This design comes from an exercise in tuning for small area, a short achievable clock period and few clock cycles on the open sky130 flow, not from production work. Only simulation tests tie the RTL to the original design; equivalence was not proved. No activity file was given, so power comes from the tool's default toggle rates.

==> design.v <==
`default_nettype none
package monexp_pkg;
	typedef logic [16-1:0] word_t;  
	typedef logic [(16 * 4)-1:0] oper_t;  
	typedef struct packed {
		word_t m;  
		word_t e;  
		word_t n;  
		word_t t;  
		word_t r;  
	} load_word_t;
	typedef struct packed {
		oper_t m;
		oper_t e;
		oper_t n;
		oper_t t;
		oper_t r;
		word_t n0prime;  
	} operand_set_t;
	typedef struct packed {
		oper_t a;
		oper_t b;
	} mont_req_t;
endpackage
`default_nettype wire
`timescale 1ns/1ps
`default_nettype none
module operand_loader (
	input  logic clk,
	input  logic reset,
	input  logic start,
	input  logic idle,
	input  monexp_pkg::load_word_t in_word,
	input  monexp_pkg::word_t n0prime,
	output monexp_pkg::operand_set_t operands,
	output logic loaded
);
	localparam int CNT_W = $clog2(4);
	localparam logic [CNT_W-1:0] LAST = CNT_W'(4 - 1);
	logic loading;  
	logic [CNT_W-1:0] cnt;  
	logic accept;
	assign accept = start && idle && !loading && !loaded;
	always_ff @(posedge clk or posedge reset) begin
		if (reset) begin
			loading <= 1'b0;
			cnt <= '0;
			loaded <= 1'b0;
		end else begin
			loaded <= 1'b0;  
			if (loading) begin
				cnt <= cnt + 1'b1;  
				if (cnt == LAST) begin
					loading <= 1'b0;
					loaded <= 1'b1;
				end
			end else if (accept) begin
				loading <= 1'b1;
				cnt <= '0;
			end
		end
	end
	always_ff @(posedge clk) begin
		if (accept)
			operands.n0prime <= n0prime;  
		if (loading) begin
			operands.m <= {in_word.m, operands.m[(16 * 4)-1:16]};
			operands.e <= {in_word.e, operands.e[(16 * 4)-1:16]};
			operands.n <= {in_word.n, operands.n[(16 * 4)-1:16]};
			operands.t <= {in_word.t, operands.t[(16 * 4)-1:16]};
			operands.r <= {in_word.r, operands.r[(16 * 4)-1:16]};
		end
	end
endmodule
`default_nettype wire
`timescale 1ns/1ps
`default_nettype none
module mont_product (
	input  logic clk,
	input  logic reset,
	input  logic mont_start,
	input  monexp_pkg::mont_req_t req,
	input  monexp_pkg::oper_t modulus,
	input  monexp_pkg::word_t n0prime,
	output monexp_pkg::oper_t product,
	output logic done
);
	localparam int IDX_W = $clog2(4);
	localparam logic [IDX_W-1:0] LAST = IDX_W'(4 - 1);
	typedef enum logic [2:0] {
		PH_MUL,  
		PH_TOP,  
		PH_M,  
		PH_RED,  
		PH_FOLD1,  
		PH_FOLD2  
	} phase_t;
	phase_t phase;
	logic running;
	logic store;  
	logic [IDX_W-1:0] i;  
	logic [IDX_W-1:0] j;  
	monexp_pkg::word_t v [4 + 2];  
	monexp_pkg::word_t carry;
	monexp_pkg::word_t m_red;  
	monexp_pkg::word_t x_d, y_d, z_d, cin_d;
	monexp_pkg::word_t x_q, y_q, z_q, cin_q;  
	logic [2*16-1:0] mac;
	assign mac = x_q * y_q + z_q + cin_q;
	always_comb begin
		x_d = '0;
		y_d = '0;
		z_d = '0;
		cin_d = '0;
		case (phase)
			PH_MUL: begin
				x_d = req.a[i*16 +: 16];
				y_d = req.b[j*16 +: 16];
				z_d = (i == '0) ? '0 : v[j];  
				cin_d = (j == '0) ? '0 : carry;  
			end
			PH_TOP: begin
				z_d = v[4];
				cin_d = carry;
			end
			PH_M: begin
				x_d = v[0];
				y_d = n0prime;  
			end
			PH_RED: begin
				x_d = m_red;
				y_d = modulus[j*16 +: 16];
				z_d = v[j];
				cin_d = (j == '0) ? '0 : carry;
			end
			PH_FOLD1: begin
				z_d = v[4];
				cin_d = carry;
			end
			PH_FOLD2: begin
				z_d = v[4 + 1];
				cin_d = carry;
			end
			default: ;
		endcase
	end
	always_ff @(posedge clk) begin
		if (!store) begin
			x_q <= x_d;
			y_q <= y_d;
			z_q <= z_d;
			cin_q <= cin_d;
		end
	end
	always_ff @(posedge clk or posedge reset) begin
		if (reset) begin
			running <= 1'b0;
			store <= 1'b0;
			phase <= PH_MUL;
			i <= '0;
			j <= '0;
			done <= 1'b0;
		end else begin
			done <= 1'b0;
			if (!running) begin
				if (mont_start) begin
					running <= 1'b1;
					store <= 1'b1;  
				end
			end else if (!store) begin
				store <= 1'b1;
			end else begin
				store <= 1'b0;
				case (phase)
					PH_MUL: begin
						j <= (j == LAST) ? '0 : j + 1'b1;
						if (j == LAST)
							phase <= PH_TOP;
					end
					PH_TOP: phase <= PH_M;
					PH_M: phase <= PH_RED;
					PH_RED: begin
						j <= (j == LAST) ? '0 : j + 1'b1;
						if (j == LAST)
							phase <= PH_FOLD1;
					end
					PH_FOLD1: phase <= PH_FOLD2;
					default: begin
						phase <= PH_MUL;  
						i <= (i == LAST) ? '0 : i + 1'b1;
						if (i == LAST) begin
							running <= 1'b0;
							done <= 1'b1;
						end
					end
				endcase
			end
		end
	end
	always_ff @(posedge clk) begin
		if (mont_start && !running) begin
			for (int w = 0; w < 4 + 2; w++)
				v[w] <= '0;  
		end else if (store) begin
			case (phase)
				PH_MUL: begin
					v[j] <= mac[16-1:0];
					carry <= mac[2*16-1:16];
				end
				PH_TOP: begin
					v[4] <= mac[16-1:0];
					v[4 + 1] <= mac[2*16-1:16];
				end
				PH_M: m_red <= mac[16-1:0];
				PH_RED: begin
					if (j != '0)
						v[j - 1'b1] <= mac[16-1:0];  
					carry <= mac[2*16-1:16];
				end
				PH_FOLD1: begin
					v[4 - 1] <= mac[16-1:0];
					carry <= mac[2*16-1:16];
				end
				default: v[4] <= mac[16-1:0];
			endcase
		end
	end
	always_comb begin
		for (int w = 0; w < 4; w++)
			product[w*16 +: 16] = v[w];
	end
endmodule
`default_nettype wire
`timescale 1ns/1ps
`default_nettype none
module exp_sequencer (
	input  logic clk,
	input  logic reset,
	input  logic loaded,
	input  monexp_pkg::operand_set_t operands,
	output logic mont_start,
	output monexp_pkg::mont_req_t req,
	input  monexp_pkg::oper_t product,
	input  logic mont_done,
	output logic result_ready,
	output monexp_pkg::oper_t result,
	output logic busy
);
	localparam int BIT_W = $clog2((16 * 4));
	localparam monexp_pkg::oper_t MONT_ONE = {{((16 * 4)-1){1'b0}}, 1'b1};  
	typedef enum logic [2:0] {ST_IDLE, ST_MBAR, ST_SCAN, ST_SQR, ST_MUL, ST_FINAL} state_t;
	state_t state;
	logic [BIT_W-1:0] bit_idx;  
	monexp_pkg::oper_t m_bar, c_bar;
	logic cur_bit, last_bit;
	logic issue;  
	monexp_pkg::mont_req_t next_req;
	assign cur_bit = operands.e[bit_idx];
	assign last_bit = (bit_idx == '0);
	always_comb begin
		issue = 1'b0;
		next_req = {product, product};  
		case (state)
			ST_IDLE: begin
				issue = loaded;
				next_req = {operands.m, operands.t};  
			end
			ST_SCAN: begin
				issue = cur_bit;  
				next_req = {c_bar, c_bar};
			end
			ST_SQR: begin
				issue = mont_done;
				if (cur_bit)
					next_req = {product, m_bar};
				else if (last_bit)
					next_req = {product, MONT_ONE};
			end
			ST_MUL: begin
				issue = mont_done;
				if (last_bit)
					next_req = {product, MONT_ONE};
			end
			default: ;
		endcase
	end
	always_ff @(posedge clk or posedge reset) begin
		if (reset) begin
			state <= ST_IDLE;
			bit_idx <= '0;
			mont_start <= 1'b0;
			result_ready <= 1'b0;
			busy <= 1'b0;
		end else begin
			mont_start <= issue;
			result_ready <= 1'b0;
			if (result_ready)
				busy <= 1'b0;  
			case (state)
				ST_IDLE: if (loaded) begin
					state <= ST_MBAR;
					bit_idx <= BIT_W'((16 * 4) - 1);  
					busy <= 1'b1;
				end
				ST_MBAR: if (mont_done)
					state <= ST_SCAN;
				ST_SCAN: begin
					if (cur_bit)
						state <= ST_SQR;
					else
						bit_idx <= bit_idx - 1'b1;  
				end
				ST_SQR: if (mont_done) begin
					if (cur_bit)
						state <= ST_MUL;
					else if (last_bit)
						state <= ST_FINAL;
					else
						bit_idx <= bit_idx - 1'b1;
				end
				ST_MUL: if (mont_done) begin
					if (last_bit)
						state <= ST_FINAL;
					else begin
						state <= ST_SQR;
						bit_idx <= bit_idx - 1'b1;
					end
				end
				default: if (mont_done) begin
					state <= ST_IDLE;
					result_ready <= 1'b1;
				end
			endcase
		end
	end
	always_ff @(posedge clk) begin
		if (issue)
			req <= next_req;  
		if (state == ST_IDLE && loaded)
			c_bar <= operands.r;  
		if (mont_done) begin
			if (state == ST_MBAR)
				m_bar <= product;
			if (state == ST_SQR || state == ST_MUL)
				c_bar <= product;
			if (state == ST_FINAL)
				result <= product;
		end
	end
endmodule
`default_nettype wire
`timescale 1ns/1ps
`default_nettype none
module result_unloader (
	input  logic clk,
	input  logic reset,
	input  logic result_ready,
	input  monexp_pkg::oper_t result,
	output monexp_pkg::word_t res_word,
	output logic res_valid,
	output logic unloading
);
	localparam int CNT_W = $clog2(4);
	localparam logic [CNT_W-1:0] LAST = CNT_W'(4 - 1);
	monexp_pkg::oper_t shift_q;  
	logic [CNT_W-1:0] cnt;
	always_ff @(posedge clk or posedge reset) begin
		if (reset) begin
			unloading <= 1'b0;
			cnt <= '0;
		end else if (unloading) begin
			cnt <= cnt + 1'b1;
			if (cnt == LAST)
				unloading <= 1'b0;  
		end else if (result_ready) begin
			unloading <= 1'b1;
			cnt <= '0;
		end
	end
	always_ff @(posedge clk) begin
		if (unloading)
			shift_q <= shift_q >> 16;  
		else if (result_ready)
			shift_q <= result;
	end
	assign res_valid = unloading;
	assign res_word = unloading ? shift_q[16-1:0] : '0;  
endmodule
`default_nettype wire
`timescale 1ns/1ps
`default_nettype none
module monexp_top (
	input  logic clk,
	input  logic reset,
	input  logic start,
	input  logic [5*16-1:0] in_word,  
	input  logic [16-1:0] n0prime,
	output logic busy,
	output logic [16-1:0] res_word,
	output logic res_valid
);
	monexp_pkg::operand_set_t operands;
	monexp_pkg::mont_req_t req;
	monexp_pkg::oper_t product;
	monexp_pkg::oper_t result;
	logic loaded;
	logic mont_start;
	logic mont_done;
	logic result_ready;
	logic seq_busy;
	logic unloading;
	assign busy = seq_busy | unloading;  
	operand_loader u_loader (
		.clk(clk),
		.reset(reset),
		.start(start),
		.idle(!busy),  
		.in_word(in_word),
		.n0prime(n0prime),
		.operands(operands),
		.loaded(loaded)
	);
	exp_sequencer u_seq (
		.clk(clk),
		.reset(reset),
		.loaded(loaded),
		.operands(operands),
		.mont_start(mont_start),
		.req(req),
		.product(product),
		.mont_done(mont_done),
		.result_ready(result_ready),
		.result(result),
		.busy(seq_busy)
	);
	mont_product u_mont (
		.clk(clk),
		.reset(reset),
		.mont_start(mont_start),
		.req(req),
		.modulus(operands.n),
		.n0prime(operands.n0prime),
		.product(product),
		.done(mont_done)
	);
	result_unloader u_unload (
		.clk(clk),
		.reset(reset),
		.result_ready(result_ready),
		.result(result),
		.res_word(res_word),
		.res_valid(res_valid),
		.unloading(unloading)
	);
endmodule
`default_nettype wire
==> run.sh <==
#!/bin/bash
# synth_recipe.tcl (not shown) runs the flow's synth.tcl, then flattens the netlist and writes it again
# the make line also repeats each setting of config.mk as NAME=value (left out here)
make -C /OpenROAD-flow-scripts/flow DESIGN_CONFIG=/design/flow/config.mk WORK_HOME=/design/flow/orfs CLKGATE_MAP_FILE= SYNTH_SCRIPT=/design/flow/synth_recipe.tcl finish
==> config.mk <==
export PLATFORM = sky130hd
export DESIGN_NAME = monexp_top
export DESIGN_NICKNAME = monexp_top
export VERILOG_FILES = /design/flow/design.v
export SDC_FILE = /design/flow/constraint.sdc
export NUM_CORES = 4
export LEC_CHECK = 0
export CAP_MARGIN = 20
export CORE_MARGIN = 2
export CORE_UTILIZATION = 40
export SLEW_MARGIN = 20
==> constraint.sdc <==
create_clock -name core_clock -period 10.0 [get_ports {clk}]
set_input_delay 2.0000 -clock core_clock [delete_from_list [all_inputs] [get_ports {clk}]]
set_output_delay 2.0000 -clock core_clock [all_outputs]
set_load 0.01 [all_outputs]
==> notes.md <==
max-slew violation count 0; GR Layer Usage met1 29.7%; share of post-route cells with drive strength above 1 9.21%; clk sink count 941; CTS Buffer Depth 3; Warnings, synthesis 4; Crit Path Category flop to flop; fin nets 4235; Post-synth top cells 832 x edfxtp_1, 455 x nand2_1, 336 x inv_1; post-route setup TNS 0 ns; Power Density 146 nW/um2; Synth-to-Final Area Change 12.0%; gpl congestion 0.893; PostCTS Resize Cnt 0; Final ANT Viol Nets 0; Rel. slew slack 26.4%; Crit path required time 10.40 ns; Post-synth top flop edfxtp_1; I/O pin count 117; CTS tree built; Crit Path Max Fanout 16; Vias 29800; Tightest Hold Check Type flop to flop; post-synth top area cell edfxtp_1; drt pass-1 iters 6; cell row count 126; final wirelength 131000 um; Port Buffers 116; worst vdd ir 0.146 mV; vias per cell 5.50; crit path time final 6.61 ns; Yosys reg bits 941; Synth top area share 52.5%; Initial Util 40.3%; DRT iter0 DRCs 3191; post-synthesis sequential area ratio 57.4%; H-tree depth 3; initial antenna violation count 1; residual DRC count 0; hold bufs inserted after CTS 0; Synth async-reset ratio 3.08%; Clock Tree Root clkbuf_16; die footprint 122000 um2; Max-Cap Viols 0; met2 global-route usage 35.3%; Clock Skew 0.0441 ns; Synth Net Count 4194; Period Utilization, post-route 66.1%; global-route usage over all layers 21.6%; Post-CTS Setup Bufs 0; FILL cells 10500; final hold violation count 0; count leader, synth edfxtp_1; EDFF count, synth 832; WL per Instance 24.2 um; Post-DP HPWL 89600 um; largest net degree at the start of global routing 79; first-pass GRT wire length 195000 um; synth top area cells edfxtp_1 52%, fa_1 9.5%, nand2_1 3.6%; Die Span X 349 um; Mapped Area 47600 um2; Syn Area/Cell 12.7 um2; global routing met3 resource utilization 2.94%; clk latency of the worst-skew pair 0.68 ns; leak pwr 19.8 nW; hold slack 0.444 ns; Worst-path clk slew 0.06 ns; Setup violations, final 0; Synth cell types 66; worst slew pin tran 1.10 ns; cells after synthesis 3756; unrepaired setup endpoints after global routing false; kind of start point of the critical path flop; crit path DAT 7.00 ns; GRT overflow 0; Core ar. 118000 um2; Fmax 151 MHz; number of global-route vias before repair 29500; status no timing/DRC/antenna violations; layer with the highest usage met2; CTS buffer count 94; CP Capture Type flop; Die H 349 um
==> stage by stage <==
stage               total power [mW]  util [%]  worst slack (ns)  instance area (um2)  std cells
floorplan                       4.31         -              2.10                47600       3756
CTS                             7.83      45.1              3.39                53300       5413
global placement                4.36      42.6              3.44                50300       5236
finish                          7.76      45.1              3.39                53300       5415
global route                    7.99      45.1              3.08                53300       5414
detailed placement              4.36      42.6              3.40                50300       5236
==> worst paths after layout <==
| kind | startpoint | endpoint | slack, ns | depth (start not counted) |
|---|---|---|---|---|
| worst max-delay path | u_mont.x_q[10] | u_mont.v[5][9] | 3.39 | 20 |
| worst min-delay path | u_loader.operands[314] | u_loader.operands[298] | 0.44 | 0 |
| worst max register to register | u_mont.x_q[10] | u_mont.v[5][9] | 3.39 | 20 |
| worst min register to register | u_loader.operands[314] | u_loader.operands[298] | 0.44 | 0 |
| max in group asynchronous | reset | u_mont.j[0] | 7.77 | 3 |
| min in group asynchronous | reset | u_loader.cnt[1] | 1.76 | 3 |
==> registers in the layout, indices dropped and copies added (netlist names), 64 cells and up <==
| register | flops |
|---|---|
| u_mont.v | 96 |
| u_seq.result | 64 |
| u_unload.shift_q | 64 |
| u_seq.m_bar | 64 |
| u_seq.c_bar | 64 |
| u_loader.operands | 336 |
| u_seq.req | 128 |
==> worst max-delay path, stage by stage, from the launching register on <==
cell and delay, ns:
edfxtp_1 0.63, and2_1 0.27, fa_1 0.54, inv_1 0.06, fa_1 0.53, inv_1 0.05
fa_1 0.50, inv_1 0.05, fa_1 0.55, fa_1 0.43, fa_1 0.50, inv_1 0.04
ha_1 0.31, nand2_1 0.06, o21ai_0 0.47, o211ai_1 0.23, o21ba_2 0.28, o21ai_1 0.36
a41oi_1 0.19, xnor2_1 0.17, and2_1 0.14
==> area by class of cell <==
| type | instances | area, um2 | share of cell area (%) |
|---|---|---|---|
| clock buffer | 113 | 2470 | 4.64 |
| sequential | 941 | 27300 | 51.3 |
| multi-input combinational | 2261 | 18200 | 34.2 |
| timing repair buffer | 162 | 1510 | 2.83 |
| inverter | 337 | 1260 | 2.37 |
| tap | 1536 | 1920 | 3.61 |
| antenna | 1 | 2.50 | 0.00469 |
| clock inverter | 64 | 566 | 1.06 |
==> where the power goes <==
part           internal, mW  total (mW)  switching (mW)
sequential             4.22        4.23         0.00325
combinational        0.0354      0.0461          0.0107
clock                  1.96        3.49            1.53
total                  6.22        7.76            1.55
==> routing by layer <==
layer | vias up | wire [um] | share of wire (%)
met1 | 15000 | 53600 | 41
li1 | 13400 | - | -
met5 | - | 0 | 0
met3 | 176 | 10200 | 7.8
met2 | 1247 | 62600 | 48
met4 | 0 | 4510 | 3.4
==> cell families after synthesis <==
logic type      Yosys count  synth area share [%]
xor+xnor                 24                 0.442
flops                   941                  57.4
mux                     253                  7.39
simple gates           1051                  9.94
compound gates          594                  7.85
buf+inv                 554                  4.52
fa+ha+maj               339                  12.5
==> cell usage in the layout, fill, tap and decap left out, types with 30 or more instances in the layout <==
cell             instances
ha_1                   113
a21o_1                  62
mux4_2                  68
a21oi_1                148
o21ai_0                173
clkbuf_16               95
nand2_1                451
buf_4                   46
and2_1                 183
mux2_2                  54
a31oi_1                 78
a222oi_1                43
nor2_1                 233
inv_1                  334
a211oi_1                38
fa_1                   226
clkdlybuf4s50_1        116
dfxtp_1                 80
nand3_1                 86
edfxtp_1               832
mux2i_1                127
and3_1                  30
Testbench counts, summed over its fixed seeds: cycles 601,743.

==> separate check: timing with driven ports <==
The results above use ideal ports. As a check the final layout listed here was re-extracted and re-timed, cells and wires unchanged. Step 1, drivers: a clkbuf_16 drives clk and a buf_2 each remaining input, both assumed. Step 2 adds t to the input delays and takes it off the output delays; t is the mean of the earliest and latest rising clock arrival at the registers after step 1. Input paths then give back, and output paths get back, about the clock's delay inside the block. Three values: ideal, step 1, step 2; two values: the first two.
t, ns: 0.725
slack for setup (ns): 3.393 / 3.393 / 3.393
worst slew at a driven data input, ns: 0.06
pins driven straight from the clock port: 1
After both steps setup and hold are still met in this run. For this run, drivers alone change the setup slack by 0.000 ns; drivers and shift together by 0.000 ns.
